From an optimization exercise on the open Yosys and OpenROAD flow, aimed at small area, a short achievable clock period and few clock cycles per item; shortcuts taken in it are not production practice. Only simulation tests tie the RTL to the original design; equivalence was not proved. No activity file was given, so power comes from the tool's default toggle rates.

== the baseline ==
## range_match_flow_table
module range_match_flow_table (
  input  logic        clk,
  input  logic        rst_n,
  input  logic        in_valid,
  output logic        in_ready,
  input  logic [63:0] in_data,
  output logic        out_valid,
  input  logic        out_ready,
  output logic [43:0] out_data,
  input  logic        cfg_valid,
  output logic        cfg_ready,
  input  logic [10:0] cfg_data
);
Settings: LEC_CHECK=0, ABC_AREA=1, CAP_MARGIN=20, CORE_MARGIN=2, CORE_UTILIZATION=60, CTS_CLUSTER_DIAMETER=80, CTS_CLUSTER_SIZE=20, PLACE_DENSITY=0.75, SETUP_SLACK_MARGIN=5, SLEW_MARGIN=20; clock period 9.0 ns.
run.sh (not shown) runs the stock make flow with config.mk's settings and CLKGATE_MAP_FILE= SYNTH_SCRIPT=/design/flow/synth_recipe.tcl, a recipe that flattens the netlist after the stock synthesis.
Testbench counts of the baseline, summed over its fixed seeds: cycles 4,542, items 4,096.
Inputs modified between the baseline and the candidate:
--- a/flow/design.v
+++ b/flow/design.v
@@ -57,22 +57,23 @@
   logic [15:0] hits  [16];
   logic [19:0] qry   [16];          
   logic [15:1] rv;                  
   logic [15:0] qv;                  
   logic [15:0] pv;                  
   logic [15:0] e0m;                 
   logic        iv;
   logic [1:0]  iop;
   logic [9:0]  a1, a2, b1, b2;
   logic [1:0]  ik;
   logic        ip;
+  logic [9:0]  ra1, ra2, rb1, rb2;
   logic        v2;
   logic [1:0]  op2;
   logic [9:0]  s2, d2;
   logic [1:0]  k2;
   logic        p2;
   logic [15:0] msel2, praw;
   logic        hita2, hitb2, qhita2, qhitb2, dupa2, dupb2;
   logic        pa2, pr2;            
   logic        rbusy;               
   logic [15:0] rrem;                
   logic [15:0] rnew;                
@@ -98,32 +99,32 @@
   logic [1:0] rk [16];
   logic       rp [16];
   always_comb begin
     sl[0] = 10'd0; sh[0] = rmft_pkg::MAX_IP; dl[0] = own_lo; dh[0] = own_hi;
     rk[0] = rmft_pkg::RK_FORWARD; rp[0] = 1'b0;
     for (int i = 1; i < 16; i++)
       {sl[i], sh[i], dl[i], dh[i], rk[i], rp[i]} = rules[i];
   end
   logic [15:0] mraw_n, draw_n, praw_n;
   always_comb begin
     logic [1:0] c1, c2, c3, c4;
-    c3 = rmft_pkg::gee10(b1, own_lo);
-    c4 = rmft_pkg::gee10(own_hi, b2);
-    mraw_n[0] = rmft_pkg::ge10(rmft_pkg::MAX_IP, a2) && c3[1] && c4[1];
-    draw_n[0] = a1 == 10'd0 && a2 == rmft_pkg::MAX_IP && c3[0] && c4[0] &&
+    c3 = rmft_pkg::gee10(rb1, own_lo);
+    c4 = rmft_pkg::gee10(own_hi, rb2);
+    mraw_n[0] = rmft_pkg::ge10(rmft_pkg::MAX_IP, ra2) && c3[1] && c4[1];
+    draw_n[0] = ra1 == 10'd0 && ra2 == rmft_pkg::MAX_IP && c3[0] && c4[0] &&
                 ik == rmft_pkg::RK_FORWARD;
     for (int i = 1; i < 16; i++) begin
-      c1 = rmft_pkg::gee10(a1, sl[i]);
-      c2 = rmft_pkg::gee10(sh[i], a2);
-      c3 = rmft_pkg::gee10(b1, dl[i]);
-      c4 = rmft_pkg::gee10(dh[i], b2);
+      c1 = rmft_pkg::gee10(ra1, sl[i]);
+      c2 = rmft_pkg::gee10(sh[i], ra2);
+      c3 = rmft_pkg::gee10(rb1, dl[i]);
+      c4 = rmft_pkg::gee10(dh[i], rb2);
       mraw_n[i] = c1[1] && c2[1] && c3[1] && c4[1];
       draw_n[i] = c1[0] && c2[0] && c3[0] && c4[0] && ik == rk[i];
     end
     for (int j = 0; j < 16; j++)
       praw_n[j] = rmft_pkg::ge10(qry[j][19:10], a1) && rmft_pkg::ge10(a2, qry[j][19:10]) &&
                   rmft_pkg::ge10(qry[j][9:0], b1) && rmft_pkg::ge10(b2, qry[j][9:0]);
   end
   logic [15:0] ru, rnext, qnext;
   assign ru    = {rv, 1'b1};
   assign rnext = {rv[14:1], 1'b1, 1'b0} & ~{rv, 1'b1};
   assign qnext = {qv[14:0], 1'b1} & ~qv;
@@ -238,22 +239,26 @@
       a2  <= rmft_pkg::MAX_IP;
       b1  <= cfg_data[10] ? own_lo : cfg_data[9:0];
       b2  <= cfg_data[10] ? cfg_data[9:0] : own_hi;
     end else if (in_valid && in_ready) begin
       iop <= in_data[63] ? rmft_pkg::OP_ADD : rmft_pkg::OP_LOOKUP;
       a1  <= in_data[63] ? in_data[42:33] : in_data[62:53];
       a2  <= in_data[63] ? in_data[32:23] : in_data[62:53];
       b1  <= in_data[63] ? in_data[22:13] : in_data[52:43];
       b2  <= in_data[63] ? in_data[12:3]  : in_data[52:43];
       ik  <= in_data[2:1];
       ip  <= in_data[0];
+      ra1 <= in_data[63] ? in_data[42:33] : in_data[62:53];
+      ra2 <= in_data[63] ? in_data[32:23] : in_data[62:53];
+      rb1 <= in_data[63] ? in_data[22:13] : in_data[52:43];
+      rb2 <= in_data[63] ? in_data[12:3]  : in_data[52:43];
     end
   end
   always_ff @(posedge clk) begin
     if (!rst_n) begin
       iv     <= 1'b0;
       own_lo <= 10'd0;
       own_hi <= rmft_pkg::MAX_IP;
     end else begin
       if (cfg_valid) begin
         if (cfg_data[10]) own_hi <= cfg_data[9:0];
         else own_lo <= cfg_data[9:0];
@@ -277,23 +282,23 @@
       hita2  <= hita_n;
       hitb2  <= hitb_n;
       qhita2 <= qhita_n;
       qhitb2 <= qhitb_n;
       dupa2  <= dupa_n;
       dupb2  <= dupb_n;
       pa2    <= p2_go && op2 == rmft_pkg::OP_ADD && store;
       pr2    <= p2_go && op2 == rmft_pkg::OP_LOOKUP && record;
     end
     for (int i = 1; i < 16; i++)
       if (iv && iop == rmft_pkg::OP_ADD && rslot[i])
-        rules[i] <= {a1, a2, b1, b2, ik, ip};
+        rules[i] <= {ra1, ra2, rb1, rb2, ik, ip};
     for (int j = 0; j < 16; j++)
       if (iv && iop == rmft_pkg::OP_LOOKUP && qslot[j]) qry[j] <= {a1, b1};
   end
   always_ff @(posedge clk) begin
     if (!rst_n) begin
       rv    <= '0;
       qv    <= '0;
       pv    <= '0;
       e0m   <= '0;
       rbusy <= 1'b0;
       hv    <= 1'b0;
## What came out
- Compared the candidate vs the baseline, and area fraction in and, or, nand and nor cells after synthesis is up in the candidate.
- For via total after detailed routing, the candidate and the baseline come out practically identical.
- The candidate vs the baseline — share of the clock period used by the worst path dropped 1.0 points.
- Core utilization: lower on the candidate
- Number of core rows, the candidate and the baseline: higher on the candidate
- Cell internal power dissipation is higher on the candidate
- From the baseline to the candidate the numbers moved as follows: number of buffers and inverters on the critical path went up by 1; total inserted antenna cells has increased.
- The number of storage elements in the synthesis netlist of the candidate is higher than that of the baseline.
- In the candidate relative to the baseline, number of flops mapped to enable cells by yosys had gone up by a few percent.
- Against the baseline, the candidate comes in 0.17 points lower on area overhead of the layout relative to synthesis.
Testbench counts of the candidate, summed over its fixed seeds: cycles 4,542, items 4,096.

afterwards: timing with drivers on the ports:
In the flow no input, the clock included, has a driving cell. The finished layouts below were timed again as built, in two steps.
Step 1: set_driving_cell puts a clkbuf_16 on clk and a buf_2 on each other input, an assumption about the parent block.
Step 2 adds t to the input delays and takes it off the output delays; t is the mean of the earliest and latest rising clock arrival at the registers after step 1. Input paths then give back, and output paths get back, about the clock's delay inside the block.
Three values: ideal ports, drivers, drivers and shift; two values: the first two.
run | shift t [ns] | setup WS [ns] | worst setup path at the end | clock arrival spread, ns | pins driven straight from the clock port
the baseline | 0.853 | 4.865 / 4.783 / 4.512 | input to register | 0.066 / 0.066 | 1
the candidate | 0.836 | 4.956 / 4.956 / 4.643 | input to register | 0.047 / 0.047 | 1
After both steps setup and hold are still met in every run listed. The setup slack of the baseline, which loses most, moves by -0.082 ns with the drivers and by -0.353 ns with both steps.
